Background: an optimization exercise with open tools, aiming at small area, a short achievable clock period and few clock cycles per item. Do not read the settings as production practice.
RTL that was checked went through simulation tests only; none was proved equivalent to the original.
Power and IR drop assume default switching activity.

== run 1 ==
## conv_accumulator
module conv_accumulator #(
   parameter int IN_W   = 8,
   parameter int ACC_W  = 32,
   parameter int OUT_CH = 16,
   parameter int LEN_W  = 16
) (
   input  wire logic                    clk,
   input  wire logic                    rst,
   input  wire logic                    start,
   input  wire logic [LEN_W-1:0]        len,
   input  wire logic [OUT_CH*ACC_W-1:0] bias,
   input  wire logic [IN_W-1:0]         act_in,
   input  wire logic [OUT_CH*IN_W-1:0]  wgt_in,
   input  wire logic                    in_valid,
   output wire logic                    in_ready,
   output wire logic [OUT_CH*ACC_W-1:0] acc_out,
   output wire logic                    acc_valid,
   output wire logic                    busy,
   output wire logic                    sat_flag
);
Settings: LEC_CHECK=0, ABC_AREA=1, CAP_MARGIN=20, CORE_MARGIN=2, CORE_UTILIZATION=65, SLEW_MARGIN=20; clock period 9.0 ns.
standard.sh (not shown) runs the stock make flow with config.mk's settings and CLKGATE_MAP_FILE= SYNTH_SCRIPT=/design/flow/synth_recipe.tcl, a recipe that flattens the netlist after the stock synthesis.
==> flow/flow/run.sh <==
#!/bin/bash
# Layout flow: the standard flow (standard.sh: unchanged synthesis and
# steps) with these changes to how the layout is made:
#  * ports are buffered with sky130_fd_sc_hd__buf_1 instead of the default
#    pick, a delay buffer (clkdlybuf4s50_1) that is larger and slower;
#    timing repair still resizes them where needed;
#  * clock tree synthesis clusters up to 22 sinks per leaf buffer and adds no
#    dummy loads (fewer, fuller leaf buffers).
# Each tool's output is in orfs/logs/ (ORFS's own logs); what standard.sh
# prints goes to standard.log.
set -euo pipefail
here=$(pwd)
export BUFFER_PORTS_ARGS="-buffer_cell sky130_fd_sc_hd__buf_1"
export CTS_ARGS="-sink_clustering_enable -repair_clock_nets -dont_use_dummy_load -sink_clustering_size 22 -sink_clustering_max_diameter 80"
bash standard.sh SETUP_SLACK_MARGIN=5.95 finish > "$here/standard.log" 2>&1
Run 1 went all the way through synthesis, placement and routing and the layout is clean on timing, DRC and antenna.
Testbench counts of run 1, summed over its fixed seeds: cycles 18,820, beats 17,372.
--- input diff run 1..run 2 ---
Settings: TNS_END_PERCENT: unset -> 5.
--- a/flow/flow/run.sh
+++ b/flow/flow/run.sh
@@ -15 +15 @@
-bash standard.sh SETUP_SLACK_MARGIN=5.95 finish > "$here/standard.log" 2>&1
+bash standard.sh SETUP_SLACK_MARGIN=5.9 finish > "$here/standard.log" 2>&1
### Flow results
- Run 2: multi-input logic area is 0.31% lower than what run 1 reported.
- End point of the critical path = acc_out[127]: run 2; end point of the critical path = in_ready: run 1
- Compared with run 1, run 2 improves post-layout instance area.
- Against run 1 as the reference, run 2 delivers a lower via count.
- Run 2 against run 1: utilization lost 2.6 points, routed wire length lost 1.8%, share of total power consumed by net switching picked up an extra 1.2 points, overall routing resource usage lost 0.57 points.
- Reported for run 2 and run 1, count of clock-buffer cells in the layout turned out identical to the last digit.
- Looking only at sequential share of layout area, and setting everything else aside, the lower value of run 2 and run 1 goes to run 2.
- Reported for run 2 and run 1, number of storage elements in the synthesis netlist turned out identical to the last digit.
- Min total met3 wirelength after detailed routing across run 2 and run 1: run 2
Input-level comparison between run 3 and run 2:
Settings: TNS_END_PERCENT removed (was 5).
--- a/flow/flow/run.sh
+++ b/flow/flow/run.sh
@@ -15 +15 @@
-bash standard.sh SETUP_SLACK_MARGIN=5.9 finish > "$here/standard.log" 2>&1
+bash standard.sh SETUP_SLACK_MARGIN=5.5 finish > "$here/standard.log" 2>&1
## What came out
- Worst setup slack after layout in run 3 is 0.16 ns lower than in run 2
- Between run 3 and run 2, the difference in first-pass GRT wire length is negligible.
- Sequential share of layout area of run 3 is on par with run 2.
- Any difference in cell area between run 2 and run 3 is small enough to ignore.
Here is what was changed in the inputs of run 4 compared with run 3.
--- a/flow/flow/run.sh
+++ b/flow/flow/run.sh
@@ -15 +15 @@
-bash standard.sh SETUP_SLACK_MARGIN=5.5 finish > "$here/standard.log" 2>&1
+bash standard.sh SETUP_SLACK_MARGIN=5.9 finish > "$here/standard.log" 2>&1
--- outcome ---
Fraction of layout instances using a drive strength above 1, run 4 and run 3: larger value in run 4
On final cell count, run 4 and run 3 are neck and neck.
Looking at sum of routed wire length over all layers across both flows, run 4 is the weaker of the two, with run 3 ahead.

* * *

## old
conv_accumulator, a different RTL version from the one above (not shown whole).
Size in the first run: roughly 1200 I/O pins, ~76000 um2 of cells after synthesis.
clock: 9.0 ns
lec_check: 0
abc_area: 1
cap_margin: 20
core_margin: 2
core_utilization: 65
slew_margin: 20
==> flow/flow/run.sh <==
#!/bin/bash
# Layout flow: the standard flow (standard.sh: same synthesis script and
# steps) with these changes to how the layout is made:
#  * ports are buffered with sky130_fd_sc_hd__buf_1 instead of the default
#    pick, a delay buffer (clkdlybuf4s50_1) that is larger and slower;
#    timing repair still resizes them where needed;
#  * clock tree synthesis clusters up to 22 sinks per leaf buffer and adds no
#    dummy loads (fewer, fuller leaf buffers);
#  * half-adder cells are added to DONT_USE_CELLS, so synthesis leaves half
#    adders to ABC as plain gates (registers are unchanged).
# Each tool's output is in orfs/logs/ (ORFS's own logs); what standard.sh
# prints goes to standard.log.
set -euo pipefail
here=$(pwd)
export BUFFER_PORTS_ARGS="-buffer_cell sky130_fd_sc_hd__buf_1"
export DONT_USE_CELLS="sky130_fd_sc_hd__ha_1 sky130_fd_sc_hd__ha_2 sky130_fd_sc_hd__ha_4"
export CTS_ARGS="-sink_clustering_enable -repair_clock_nets -dont_use_dummy_load -sink_clustering_size 22 -sink_clustering_max_diameter 80"
bash standard.sh SETUP_SLACK_MARGIN=5.9 finish > "$here/standard.log" 2>&1
diff inputs: old => new
==> flow/flow/run.sh <==
#!/bin/bash
# Layout flow: the standard flow (standard.sh: unchanged synthesis and
# steps) with these changes to how the layout is made:
#  * ports are buffered with sky130_fd_sc_hd__buf_1 instead of the default
#    pick, a delay buffer (clkdlybuf4s50_1) that is larger and slower;
#    timing repair still resizes them where needed;
#  * clock tree synthesis clusters up to 22 sinks per leaf buffer and adds no
#    dummy loads (fewer, fuller leaf buffers).
# Each tool's output is in orfs/logs/ (ORFS's own logs); what standard.sh
# prints goes to standard.log.
set -euo pipefail
here=$(pwd)
export BUFFER_PORTS_ARGS="-buffer_cell sky130_fd_sc_hd__buf_1"
export CTS_ARGS="-sink_clustering_enable -repair_clock_nets -dont_use_dummy_load -sink_clustering_size 22 -sink_clustering_max_diameter 80"
bash standard.sh SETUP_SLACK_MARGIN=5.9 finish > "$here/standard.log" 2>&1
Notes after the runs:
Changes observed in new relative to old: total setup violations reported at the end of the flow did not really move, reported net switching power did not really move, count of placed standard cells in the final layout, fillers left out did not really move.
Function was not checked in any run of this note: the RTL went through the layout flow alone.

re-timing with driven ports:
Ports are ideal in the flow. The routed layouts listed here were re-timed in OpenROAD. Step 1, drivers: a clkbuf_16 drives clk and a buf_2 each remaining input, both assumed. Step 2 also shifts input and output timing later by t, the mid clock arrival at the registers, as if the neighbouring blocks saw the same clock. Three values: ideal ports, drivers, drivers and shift; two values: the first two.
run	shift t [ns]	setup WS [ns]	hold slack, ns
run 1	0.764	5.838 / 5.753 / 5.419	0.367 / 0.367 / 0.367
run 2	0.758	5.649 / 5.566 / 5.423	0.363 / 0.363 / 0.363
run 3	0.760	5.494 / 5.411 / 5.389	0.364 / 0.364 / 0.364
run 4	0.772	5.829 / 5.738 / 5.410	0.367 / 0.367 / 0.367
old	0.765	5.882 / 5.794 / 5.434	0.358 / 0.358 / 0.358
new	0.765	5.882 / 5.794 / 5.434	0.358 / 0.358 / 0.358
After both steps setup and hold are still met in every run listed.
